This design comes from an exercise in tuning for small area, a short achievable clock period and few clock cycles per item on the open sky130 flow, not from production work. The RTL was checked by simulation tests, not by an equivalence proof against the original design.

==> build 89: inputs <==
==> flow/design.v <==
module muldiv_seq #(
  parameter int W  = 64,
  parameter int CW = 7
) (
  input  logic         clk,
  input  logic         rst,
  input  logic         start,
  input  logic         op_div,
  input  logic         op_signed,
  input  logic         op_dword,
  input  logic [W-1:0] rs,
  input  logic [W-1:0] rt,
  input  logic         rd_hilo,
  input  logic         wr_hi,
  input  logic         wr_lo,
  input  logic [W-1:0] wdata,
  input  logic         kill,
  output logic         busy,
  output logic         done,
  output logic         stall,
  output logic [W-1:0] hi,
  output logic [W-1:0] lo
);
  typedef enum logic [2:0] {IDLE, MUL, NORM, DIV, FIX} state_t;
  state_t        state, nstate;
  logic [4:0]    cnt;
  logic          div_r, dw_r, neg_lo, neg_hi;
  logic [64:0]   a_r;         
  logic [65:0]   b_r;         
  logic [6:0]    lza_r, lzb_r;  
  logic          sa_r;        
  logic          bprev_r;     
  logic          corr_r;      
  logic [66:0]   s_r, c_r;    
  logic          cin_r;       
  logic [63:0]   pl_r;        
  function automatic logic [6:0] lzc64(input logic [63:0] v);
    logic [31:0] v1; logic [31:0] c1;
    logic [15:0] v2; logic [1:0] c2 [16];
    logic [7:0]  v3; logic [2:0] c3 [8];
    logic [3:0]  v4; logic [3:0] c4 [4];
    logic [1:0]  v5; logic [4:0] c5 [2];
    logic        v6; logic [5:0] c6;
    for (int i = 0; i < 32; i++) begin
      v1[i] = v[2*i+1] | v[2*i];
      c1[i] = ~v[2*i+1];
    end
    for (int i = 0; i < 16; i++) begin
      v2[i] = v1[2*i+1] | v1[2*i];
      c2[i] = v1[2*i+1] ? {1'b0, c1[2*i+1]} : {1'b1, c1[2*i]};
    end
    for (int i = 0; i < 8; i++) begin
      v3[i] = v2[2*i+1] | v2[2*i];
      c3[i] = v2[2*i+1] ? {1'b0, c2[2*i+1]} : {1'b1, c2[2*i]};
    end
    for (int i = 0; i < 4; i++) begin
      v4[i] = v3[2*i+1] | v3[2*i];
      c4[i] = v3[2*i+1] ? {1'b0, c3[2*i+1]} : {1'b1, c3[2*i]};
    end
    for (int i = 0; i < 2; i++) begin
      v5[i] = v4[2*i+1] | v4[2*i];
      c5[i] = v4[2*i+1] ? {1'b0, c4[2*i+1]} : {1'b1, c4[2*i]};
    end
    v6 = v5[1] | v5[0];
    c6 = v5[1] ? {1'b0, c5[1]} : {1'b1, c5[0]};
    lzc64 = v6 ? {1'b0, c6} : 7'd64;
  endfunction
  logic        sa_in, sb_in;
  logic [64:0] xa_in;
  logic [63:0] ma_in, xb_in, mb_in;
  logic [6:0]  lza_in, lzb_in;
  always_comb begin
    sa_in  = op_signed && (op_dword ? rs[63] : rs[31]);
    sb_in  = op_signed && (op_dword ? rt[63] : rt[31]);
    xa_in  = op_dword ? {sa_in, rs} : {{33{sa_in}}, rs[31:0]};
    xb_in  = op_dword ? rt : {{32{sb_in}}, rt[31:0]};
    ma_in  = sa_in ? (~xa_in[63:0] + 64'd1) : xa_in[63:0];
    mb_in  = (sb_in && op_div) ? (~xb_in + 64'd1) : xb_in;
    lza_in = lzc64(xa_in[63:0] ^ {64{sa_in}});
    lzb_in = lzc64(xb_in ^ {64{sb_in}});
  end
  localparam int TW = 83;     
  localparam logic [63:0] KBIAS = 64'hAAAA_AAAA_AAAA_AAAC;
  function automatic logic [2*TW-1:0] csa(input logic [TW-1:0] x, input logic [TW-1:0] y,
                                          input logic [TW-1:0] z);
    logic [TW-1:0] m;
    m   = (x & y) | (x & z) | (y & z);
    csa = {x ^ y ^ z, m[TW-2:0], 1'b0};
  endfunction
  logic [16:0]   bb;
  logic [7:0]    bneg, bone, btwo;
  logic [65:0]   by [8];
  logic [TW-1:0] rw [8];
  logic          mlast;
  logic [TW-1:0] xa, xk;
  logic [TW-1:0] e1s, e1c, e2s, e2c;
  logic [TW-1:0] u1s, u1c, u2s, u2c, u3s, u3c, v1s, v1c, v2s, v2c, w1s, w1c, x1s, x1c, ms, mc;
  logic [16:0]   mlow;
  always_comb begin
    bb = {b_r[15:0], bprev_r};
    for (int i = 0; i < 8; i++) begin
      bneg[i] = bb[2*i+2];
      bone[i] = bb[2*i+1] ^ bb[2*i];
      btwo[i] = (bb[2*i+2] & ~bb[2*i+1] & ~bb[2*i]) | (~bb[2*i+2] & bb[2*i+1] & bb[2*i]);
      by[i]   = ({66{bone[i]}} & {a_r[64], a_r}) | ({66{btwo[i]}} & {a_r, 1'b0});
      by[i]   = by[i] ^ {66{bneg[i]}};
      rw[i]   = {16'd0, ~by[i][65], by[i]} << (2 * i);
    end
    for (int i = 0; i < 7; i++)
      rw[7][2*i] = bneg[i];
    mlast = (cnt == 5'd0);
    xa = {3'd0, (mlast && corr_r) ? a_r[63:0] : 64'd0, 16'd0};
    xa[14] = bneg[7];
    xk = {3'd0, (mlast && dw_r) ? KBIAS : 64'd0, 16'd0};
    {e1s, e1c} = csa({16'd0, s_r}, {16'd0, c_r}, xa);
    {e2s, e2c} = csa(e1s, e1c, xk);
    {u1s, u1c} = csa(e2s, e2c, rw[0]);
    {u2s, u2c} = csa(rw[1], rw[2], rw[3]);
    {u3s, u3c} = csa(rw[4], rw[5], rw[6]);
    {v1s, v1c} = csa(u1s, u1c, u2s);
    {v2s, v2c} = csa(u2c, u3s, u3c);
    {w1s, w1c} = csa(v1s, v1c, v2s);
    {x1s, x1c} = csa(w1s, w1c, v2c);
    {ms, mc}   = csa(x1s, x1c, rw[7]);
    mlow = {1'b0, ms[15:0]} + {1'b0, mc[15:0]} + {16'd0, cin_r};
  end
  logic [7:0]  kest;
  logic        a_lt_b, b_zero;
  logic [65:0] d_al;
  logic [68:0] r1, r2, r3, t3s, t3c, x3, y3, z3, m3;
  logic [1:0]  qd;
  logic [63:0] rem_n;
  always_comb begin
    kest   = {1'b0, lzb_r} - {1'b0, lza_r} + {7'd0, sa_r};     
    if (!kest[7] && kest[6]) kest = 8'd63;                      
    a_lt_b = kest[7];
    b_zero = (b_r[63:0] == 64'd0);
    d_al   = b_r << {kest[5:1], 1'b0};
    r1 = {5'b0, s_r[63:0]} - {3'b0, b_r};
    r2 = {5'b0, s_r[63:0]} - {2'b0, b_r, 1'b0};
    x3 = {5'b0, s_r[63:0]};
    y3 = ~{2'b0, b_r, 1'b0};
    z3 = ~{3'b0, b_r};
    t3s = x3 ^ y3 ^ z3;
    m3  = (x3 & y3) | (x3 & z3) | (y3 & z3);
    t3c = {m3[67:0], 1'b1};
    r3 = t3s + t3c + 69'd1;
    if (!r3[68])      begin qd = 2'd3; rem_n = r3[63:0]; end
    else if (!r2[68]) begin qd = 2'd2; rem_n = r2[63:0]; end
    else if (!r1[68]) begin qd = 2'd1; rem_n = r1[63:0]; end
    else              begin qd = 2'd0; rem_n = s_r[63:0]; end
  end
  logic [63:0] f1, f2, fsum, q_n, res_hi, res_lo;
  always_comb begin
    f1   = div_r ? (s_r[63:0] ^ {64{neg_hi}}) : s_r[63:0];
    f2   = div_r ? 64'd0 : c_r[63:0];
    fsum = f1 + f2 + {63'd0, div_r ? neg_hi : cin_r};
    q_n  = neg_lo ? (~pl_r + 64'd1) : pl_r;
    if (!div_r) begin
      res_lo = dw_r ? pl_r : {{32{pl_r[63]}}, pl_r[63:32]};
      res_hi = dw_r ? fsum : {{32{fsum[31]}}, fsum[31:0]};
    end else begin
      res_lo = (state == NORM && b_zero) ? 64'hFFFF_FFFF_FFFF_FFFF :
               dw_r ? q_n : {{32{q_n[31]}}, q_n[31:0]};
      res_hi = dw_r ? fsum : {{32{fsum[31]}}, fsum[31:0]};
    end
  end
  logic fin;
  always_comb begin
    fin = (state == FIX) || ((state == NORM) && (b_zero || a_lt_b));
    nstate = state;
    case (state)
      IDLE: if (start) begin if (op_div) nstate = NORM; else nstate = MUL; end
      MUL:  if (cnt == 5'd0) nstate = FIX;
      NORM: if (b_zero || a_lt_b) nstate = IDLE; else nstate = DIV;
      DIV:  if (cnt == 5'd0) nstate = FIX;
      FIX:  nstate = IDLE;
      default: nstate = IDLE;
    endcase
    if (kill) nstate = IDLE;
    busy  = (state != IDLE);
    done  = fin && !kill;
    stall = busy && (start || rd_hilo || wr_hi || wr_lo);
  end
  always_ff @(posedge clk) begin
    if (rst) state <= IDLE;
    else     state <= nstate;
  end
  always_ff @(posedge clk) begin
    case (state)
      IDLE: begin
        div_r  <= op_div;
        dw_r   <= op_dword;
        neg_lo <= sa_in ^ sb_in;
        neg_hi <= sa_in;
        a_r    <= xa_in;
        b_r    <= {2'b0, mb_in};
        lza_r  <= lza_in;
        lzb_r  <= lzb_in;
        sa_r   <= sa_in;
        bprev_r <= 1'b0;
        corr_r <= !op_signed && (op_dword ? rt[63] : rt[31]);
        s_r    <= op_div ? {3'b0, ma_in} : 67'd0;
        c_r    <= 67'd0;
        cin_r  <= 1'b0;
        pl_r   <= 64'd0;
        cnt    <= op_dword ? 5'd3 : 5'd1;
      end
      MUL: begin
        s_r   <= ms[82:16];
        c_r   <= mc[82:16];
        cin_r <= mlow[16];
        pl_r  <= {mlow[15:0], pl_r[63:16]};
        b_r   <= {18'd0, b_r[63:16]};
        bprev_r <= b_r[15];
        cnt   <= cnt - 5'd1;
      end
      NORM: begin
        b_r  <= d_al;
        cnt  <= kest[5:1];
      end
      DIV: begin
        s_r  <= {3'b0, rem_n};
        pl_r <= {pl_r[61:0], qd};
        b_r  <= {2'b0, b_r[65:2]};
        cnt  <= cnt - 5'd1;
      end
      default: ;
    endcase
  end
  always_ff @(posedge clk) begin
    if (rst) begin
      hi <= '0;
      lo <= '0;
    end else if (fin && !kill) begin
      hi <= res_hi;
      lo <= res_lo;
    end else if (state == IDLE) begin
      if (wr_hi) hi <= wdata;
      if (wr_lo) lo <= wdata;
    end
  end
endmodule
==> flow/flow/run.sh <==
#!/bin/bash
# The standard layout (the standard.sh: standard synthesis, floorplan, place, CTS, route),
# with one change: ports are buffered with buf_1 cells (sized up later as needed) instead of
# the default clkdlybuf4s50_1.
set -euo pipefail
bash standard.sh 'BUFFER_PORTS_ARGS=-buffer_cell sky130_fd_sc_hd__buf_1' finish > standard_flow.log 2>&1
==> flow/standard.sh <==
#!/bin/bash
# synth_recipe.tcl (not shown) runs the flow's synth.tcl, then flattens the netlist and writes it again
# the make line also repeats each setting of config.mk as NAME=value (left out here)
make -C /OpenROAD-flow-scripts/flow DESIGN_CONFIG=/design/flow/config.mk WORK_HOME=/design/flow/orfs CLKGATE_MAP_FILE= SYNTH_SCRIPT=/design/flow/synth_recipe.tcl "${@:-finish}"
==> flow/config.mk <==
export PLATFORM = sky130hd
export DESIGN_NAME = muldiv_seq
export DESIGN_NICKNAME = muldiv_seq
export VERILOG_FILES = /design/flow/design.v
export SDC_FILE = /design/flow/constraint.sdc
export NUM_CORES = 4
export LEC_CHECK = 0
export CAP_MARGIN = 20
export CORE_MARGIN = 2
export CORE_UTILIZATION = 60
export SETUP_SLACK_MARGIN = 4
export SLEW_MARGIN = 20
==> flow/constraint.sdc <==
create_clock -name core_clock -period 10.0 [get_ports {clk}]
set_input_delay 2.0000 -clock core_clock [delete_from_list [all_inputs] [get_ports {clk}]]
set_output_delay 2.0000 -clock core_clock [all_outputs]
set_load 0.01 [all_outputs]
==> inputs of build 44, as changes to build 89 <==
==> flow/design.v, changed modules only <==
module muldiv_seq #(
  parameter int W  = 64,
  parameter int CW = 7
) (
  input  logic         clk,
  input  logic         rst,
  input  logic         start,
  input  logic         op_div,
  input  logic         op_signed,
  input  logic         op_dword,
  input  logic [W-1:0] rs,
  input  logic [W-1:0] rt,
  input  logic         rd_hilo,
  input  logic         wr_hi,
  input  logic         wr_lo,
  input  logic [W-1:0] wdata,
  input  logic         kill,
  output logic         busy,
  output logic         done,
  output logic         stall,
  output logic [W-1:0] hi,
  output logic [W-1:0] lo
);
  typedef enum logic [2:0] {IDLE, MUL, NORM, DIV, FIX} state_t;
  state_t        state, nstate;
  logic [4:0]    cnt;
  logic          div_r, dw_r, neg_lo, neg_hi;
  logic [64:0]   a_r;         
  logic [65:0]   b_r;         
  logic [4:0]    kq_r;        
  logic          early_r;     
  logic          bz_r;        
  logic          ca_r, kb_r;  
  logic          xneg_r;      
  logic [7:0]    bneg_r, bone_r, btwo_r;  
  logic          corr_r;      
  logic [66:0]   s_r, c_r;    
  logic          cin_r;       
  logic [15:0]   slo_r, clo_r;  
  logic [63:0]   pl_r;        
  function automatic logic [6:0] lzc64(input logic [63:0] v);
    logic [31:0] v1; logic [31:0] c1;
    logic [15:0] v2; logic [1:0] c2 [16];
    logic [7:0]  v3; logic [2:0] c3 [8];
    logic [3:0]  v4; logic [3:0] c4 [4];
    logic [1:0]  v5; logic [4:0] c5 [2];
    logic        v6; logic [5:0] c6;
    for (int i = 0; i < 32; i++) begin
      v1[i] = v[2*i+1] | v[2*i];
      c1[i] = ~v[2*i+1];
    end
    for (int i = 0; i < 16; i++) begin
      v2[i] = v1[2*i+1] | v1[2*i];
      c2[i] = v1[2*i+1] ? {1'b0, c1[2*i+1]} : {1'b1, c1[2*i]};
    end
    for (int i = 0; i < 8; i++) begin
      v3[i] = v2[2*i+1] | v2[2*i];
      c3[i] = v2[2*i+1] ? {1'b0, c2[2*i+1]} : {1'b1, c2[2*i]};
    end
    for (int i = 0; i < 4; i++) begin
      v4[i] = v3[2*i+1] | v3[2*i];
      c4[i] = v3[2*i+1] ? {1'b0, c3[2*i+1]} : {1'b1, c3[2*i]};
    end
    for (int i = 0; i < 2; i++) begin
      v5[i] = v4[2*i+1] | v4[2*i];
      c5[i] = v4[2*i+1] ? {1'b0, c4[2*i+1]} : {1'b1, c4[2*i]};
    end
    v6 = v5[1] | v5[0];
    c6 = v5[1] ? {1'b0, c5[1]} : {1'b1, c5[0]};
    lzc64 = v6 ? {1'b0, c6} : 7'd64;
  endfunction
  logic        sa_in, sb_in;
  logic [64:0] xa_in;
  logic [63:0] xb_in;
  logic [6:0]  lza_in, lzb_in;
  logic [7:0]  kest;
  always_comb begin
    sa_in  = op_signed && (op_dword ? rs[63] : rs[31]);
    sb_in  = op_signed && (op_dword ? rt[63] : rt[31]);
    xa_in  = op_dword ? {sa_in, rs} : {{33{sa_in}}, rs[31:0]};
    xb_in  = op_dword ? rt : {{32{sb_in}}, rt[31:0]};
    lza_in = lzc64(xa_in[63:0] ^ {64{sa_in}});
    lzb_in = lzc64(xb_in ^ {64{sb_in}});
    kest   = {1'b0, lzb_in} - {1'b0, lza_in} + {7'd0, sa_in};   
    if (!kest[7] && kest[6]) kest = 8'd63;                       
  end
  logic [16:0] benc;
  logic [7:0]  bneg_n, bone_n, btwo_n;
  always_comb begin
    benc = (state == IDLE) ? {xb_in[15:0], 1'b0} : b_r[31:15];
    for (int i = 0; i < 8; i++) begin
      bneg_n[i] = benc[2*i+2];
      bone_n[i] = benc[2*i+1] ^ benc[2*i];
      btwo_n[i] = (benc[2*i+2] & ~benc[2*i+1] & ~benc[2*i]) |
                  (~benc[2*i+2] & benc[2*i+1] & benc[2*i]);
    end
  end
  localparam int TW = 83;     
  localparam logic [63:0] KBIAS = 64'hAAAA_AAAA_AAAA_AAAC;
  function automatic logic [2*TW-1:0] csa(input logic [TW-1:0] x, input logic [TW-1:0] y,
                                          input logic [TW-1:0] z);
    logic [TW-1:0] m;
    m   = (x & y) | (x & z) | (y & z);
    csa = {x ^ y ^ z, m[TW-2:0], 1'b0};
  endfunction
  logic [65:0]   by [8];
  logic [TW-1:0] rw [8];
  logic [TW-1:0] xa, xk;
  logic [TW-1:0] e1s, e1c, e2s, e2c;
  logic [TW-1:0] u1s, u1c, u2s, u2c, u3s, u3c, v1s, v1c, v2s, v2c, w1s, w1c, x1s, x1c, ms, mc;
  logic [16:0]   mlow;
  always_comb begin
    for (int i = 0; i < 8; i++) begin
      by[i]   = ({66{bone_r[i]}} & {a_r[64], a_r}) | ({66{btwo_r[i]}} & {a_r, 1'b0});
      by[i]   = by[i] ^ {66{bneg_r[i]}};
      rw[i]   = {16'd0, ~by[i][65], by[i]} << (2 * i);
    end
    for (int i = 0; i < 7; i++)
      rw[7][2*i] = bneg_r[i];
    xa = {3'd0, ca_r ? a_r[63:0] : 64'd0, 16'd0};
    xa[14] = bneg_r[7];
    xk = {3'd0, kb_r ? KBIAS : 64'd0, 16'd0};
    {e1s, e1c} = csa({16'd0, s_r}, {16'd0, c_r}, xa);
    {e2s, e2c} = csa(e1s, e1c, xk);
    {u1s, u1c} = csa(e2s, e2c, rw[0]);
    {u2s, u2c} = csa(rw[1], rw[2], rw[3]);
    {u3s, u3c} = csa(rw[4], rw[5], rw[6]);
    {v1s, v1c} = csa(u1s, u1c, u2s);
    {v2s, v2c} = csa(u2c, u3s, u3c);
    {w1s, w1c} = csa(v1s, v1c, v2s);
    {x1s, x1c} = csa(w1s, w1c, v2c);
    {ms, mc}   = csa(x1s, x1c, rw[7]);
    mlow = {1'b0, slo_r} + {1'b0, clo_r} + {16'd0, cin_r};
  end
  logic [63:0] ma_n, mb_n;
  logic [65:0] d_al;
  logic [64:0] r1, r2;
  logic [65:0] r3, t3s, t3c, x3, y3, z3, m3;
  logic        ok1, ok2, ok3;
  logic [1:0]  qd;
  logic [63:0] rem_n;
  always_comb begin
    ma_n   = neg_hi ? (~s_r[63:0] + 64'd1) : s_r[63:0];
    mb_n   = (neg_lo ^ neg_hi) ? (~b_r[63:0] + 64'd1) : b_r[63:0];
    d_al   = {2'b0, mb_n} << {kq_r[4:0], 1'b0};
    r1 = {1'b0, s_r[63:0]} - {1'b0, b_r[63:0]};
    r2 = {1'b0, s_r[63:0]} - {1'b0, b_r[62:0], 1'b0};
    x3 = {2'b0, s_r[63:0]};
    y3 = ~{1'b0, b_r[63:0], 1'b0};
    z3 = ~{2'b0, b_r[63:0]};
    t3s = x3 ^ y3 ^ z3;
    m3  = (x3 & y3) | (x3 & z3) | (y3 & z3);
    t3c = {m3[64:0], 1'b1};
    r3 = t3s + t3c + 66'd1;
    ok1 = !r1[64] && (b_r[65:64] == 2'd0);
    ok2 = !r2[64] && (b_r[65:63] == 3'd0);
    ok3 = !r3[65] && (b_r[65:63] == 3'd0);
    if (ok3)      begin qd = 2'd3; rem_n = r3[63:0]; end
    else if (ok2) begin qd = 2'd2; rem_n = r2[63:0]; end
    else if (ok1) begin qd = 2'd1; rem_n = r1[63:0]; end
    else          begin qd = 2'd0; rem_n = s_r[63:0]; end
  end
  logic [79:0] f1, f2, fsum;
  logic [63:0] q_n, res_hi, res_lo;
  always_comb begin
    f1   = {s_r[63:0] ^ {64{xneg_r}}, slo_r};
    f2   = {c_r[63:0], clo_r};
    fsum = f1 + f2 + {79'd0, cin_r};
    q_n  = neg_lo ? (~pl_r + 64'd1) : pl_r;
    if (!div_r) begin
      res_lo = dw_r ? {fsum[15:0], pl_r[63:16]} : {{32{fsum[15]}}, fsum[15:0], pl_r[63:48]};
      res_hi = dw_r ? fsum[79:16] : {{32{fsum[47]}}, fsum[47:16]};
    end else begin
      res_lo = bz_r ? 64'hFFFF_FFFF_FFFF_FFFF :
               dw_r ? q_n : {{32{q_n[31]}}, q_n[31:0]};
      res_hi = dw_r ? fsum[79:16] : {{32{fsum[47]}}, fsum[47:16]};
    end
  end
  logic fin;
  always_comb begin
    fin = (state == FIX) || ((state == NORM) && early_r);
    nstate = state;
    case (state)
      IDLE: if (start) begin if (op_div) nstate = NORM; else nstate = MUL; end
      MUL:  if (cnt == 5'd0) nstate = FIX;
      NORM: if (early_r) nstate = IDLE; else nstate = DIV;
      DIV:  if (cnt == 5'd0) nstate = FIX;
      FIX:  nstate = IDLE;
      default: nstate = IDLE;
    endcase
    if (kill) nstate = IDLE;
    busy  = (state != IDLE);
    done  = fin && !kill;
    stall = busy && (start || rd_hilo || wr_hi || wr_lo);
  end
  always_ff @(posedge clk) begin
    if (rst) state <= IDLE;
    else     state <= nstate;
  end
  always_ff @(posedge clk) begin
    case (state)
      IDLE: begin
        div_r  <= op_div;
        dw_r   <= op_dword;
        neg_lo <= sa_in ^ sb_in;
        neg_hi <= sa_in;
        a_r    <= xa_in;
        b_r    <= {2'b0, xb_in};
        kq_r    <= kest[5:1];
        bz_r    <= (xb_in == 64'd0);
        early_r <= (xb_in == 64'd0) || kest[7];
        ca_r    <= 1'b0;
        kb_r    <= 1'b0;
        {bneg_r, bone_r, btwo_r} <= {bneg_n, bone_n, btwo_n};
        corr_r <= !op_signed && (op_dword ? rt[63] : rt[31]);
        s_r    <= op_div ? {3'b0, xa_in[63:0]} : 67'd0;
        c_r    <= 67'd0;
        cin_r  <= 1'b0;
        slo_r  <= op_div ? 16'hFFFF : 16'd0;
        clo_r  <= 16'd0;
        xneg_r <= 1'b0;
        pl_r   <= 64'd0;
        cnt    <= op_dword ? 5'd3 : 5'd1;
      end
      MUL: begin
        s_r   <= ms[82:16];
        c_r   <= mc[82:16];
        cin_r <= mlow[16];
        slo_r <= ms[15:0];
        clo_r <= mc[15:0];
        pl_r  <= {mlow[15:0], pl_r[63:16]};
        b_r   <= {18'd0, b_r[63:16]};
        {bneg_r, bone_r, btwo_r} <= {bneg_n, bone_n, btwo_n};
        ca_r    <= corr_r && (cnt == 5'd1);
        kb_r    <= dw_r && (cnt == 5'd1);
        cnt   <= cnt - 5'd1;
      end
      NORM: begin
        b_r  <= d_al;
        s_r  <= {3'b0, ma_n};
        cin_r  <= neg_hi;
        xneg_r <= neg_hi;
        cnt  <= kq_r[4:0];
      end
      DIV: begin
        s_r  <= {3'b0, rem_n};
        pl_r <= {pl_r[61:0], qd};
        b_r  <= {2'b0, b_r[65:2]};
        cnt  <= cnt - 5'd1;
      end
      default: ;
    endcase
  end
  always_ff @(posedge clk) begin
    if (rst) begin
      hi <= '0;
      lo <= '0;
    end else if (fin && !kill) begin
      hi <= res_hi;
      lo <= res_lo;
    end else if (state == IDLE) begin
      if (wr_hi) hi <= wdata;
      if (wr_lo) lo <= wdata;
    end
  end
endmodule
==> qor summary <==
metric                                                                         build 89                build 44
Outcome                                                no timing/DRC/antenna violations  no timing/DRC/antenna violations
Mean instance size in the synthesized netlist                                8.10 sq um              8.41 sq um
Share of final layout cell area taken by non-clock buffers                       0.0530                  0.0343
Cell Rows                                                                           132                     133
Antenna Cells                                                                        44                      16
Maximum number of pins on one net before global-route repair                        129                      82
Die width                                                                        364 um                  367 um
First-pass DRT Iterations                                                            11                       9
Routed WL                                                                     377000 um               334000 um
Critical Setup Path Class                                          register to register  input port to register
Slowest stage cell, crit path                                 sky130_fd_sc_hd__edfxtp_1   sky130_fd_sc_hd__fa_1
Clock transition at path regs                                                     70 ps                   60 ps
Via count                                                                         83522                   77783
Count of non-filler cells in the finished layout                                  11351                   11084
Fraction of synthesized area in multiplexers                                     0.0106                  0.0242
Number of multi-input combinational cells                                          7560                    7360
Final worst path period share                                                     0.619                   0.611
FF+latch area                                                               13200 sq um             14600 sq um
Non-clock buffer count in the final layout                                          650                     538
Testbench counts of build 89, summed over its fixed seeds: cycles 18,205, ops 3,200.
Testbench counts of build 44, summed over its fixed seeds: cycles 18,205, ops 3,200.

## re-timing with driven ports
The results above use ideal ports. As a check the final layouts listed here were re-extracted and re-timed, cells and wires unchanged.
Step 1 (the two cells are an assumption about what drives the block):
set clk [get_ports {clk}]
set_driving_cell -lib_cell sky130_fd_sc_hd__clkbuf_16 $clk
set_driving_cell -lib_cell sky130_fd_sc_hd__buf_2 [delete_from_list [all_inputs] $clk]
Step 2 also shifts input and output timing later by t, the mid clock arrival at the registers, as if the neighbouring blocks saw the same clock.
Slacks: ideal ports / drivers / drivers and shift; pairs: ideal ports / drivers.
run	t (ns)	slack for setup (ns)	clock arrival spread, ns	worst slew at a driven data input, ns	cell pins on the clock port's net
build 89	0.814	3.809 / 3.809 / 3.306	0.055 / 0.055	0.35	1
build 44	0.786	3.892 / 3.935 / 3.149	0.058 / 0.058	0.22	1
After both steps every run listed still meets setup and hold. The setup slack of build 44, which loses most, moves by +0.043 ns with the drivers and by -0.743 ns with both steps.
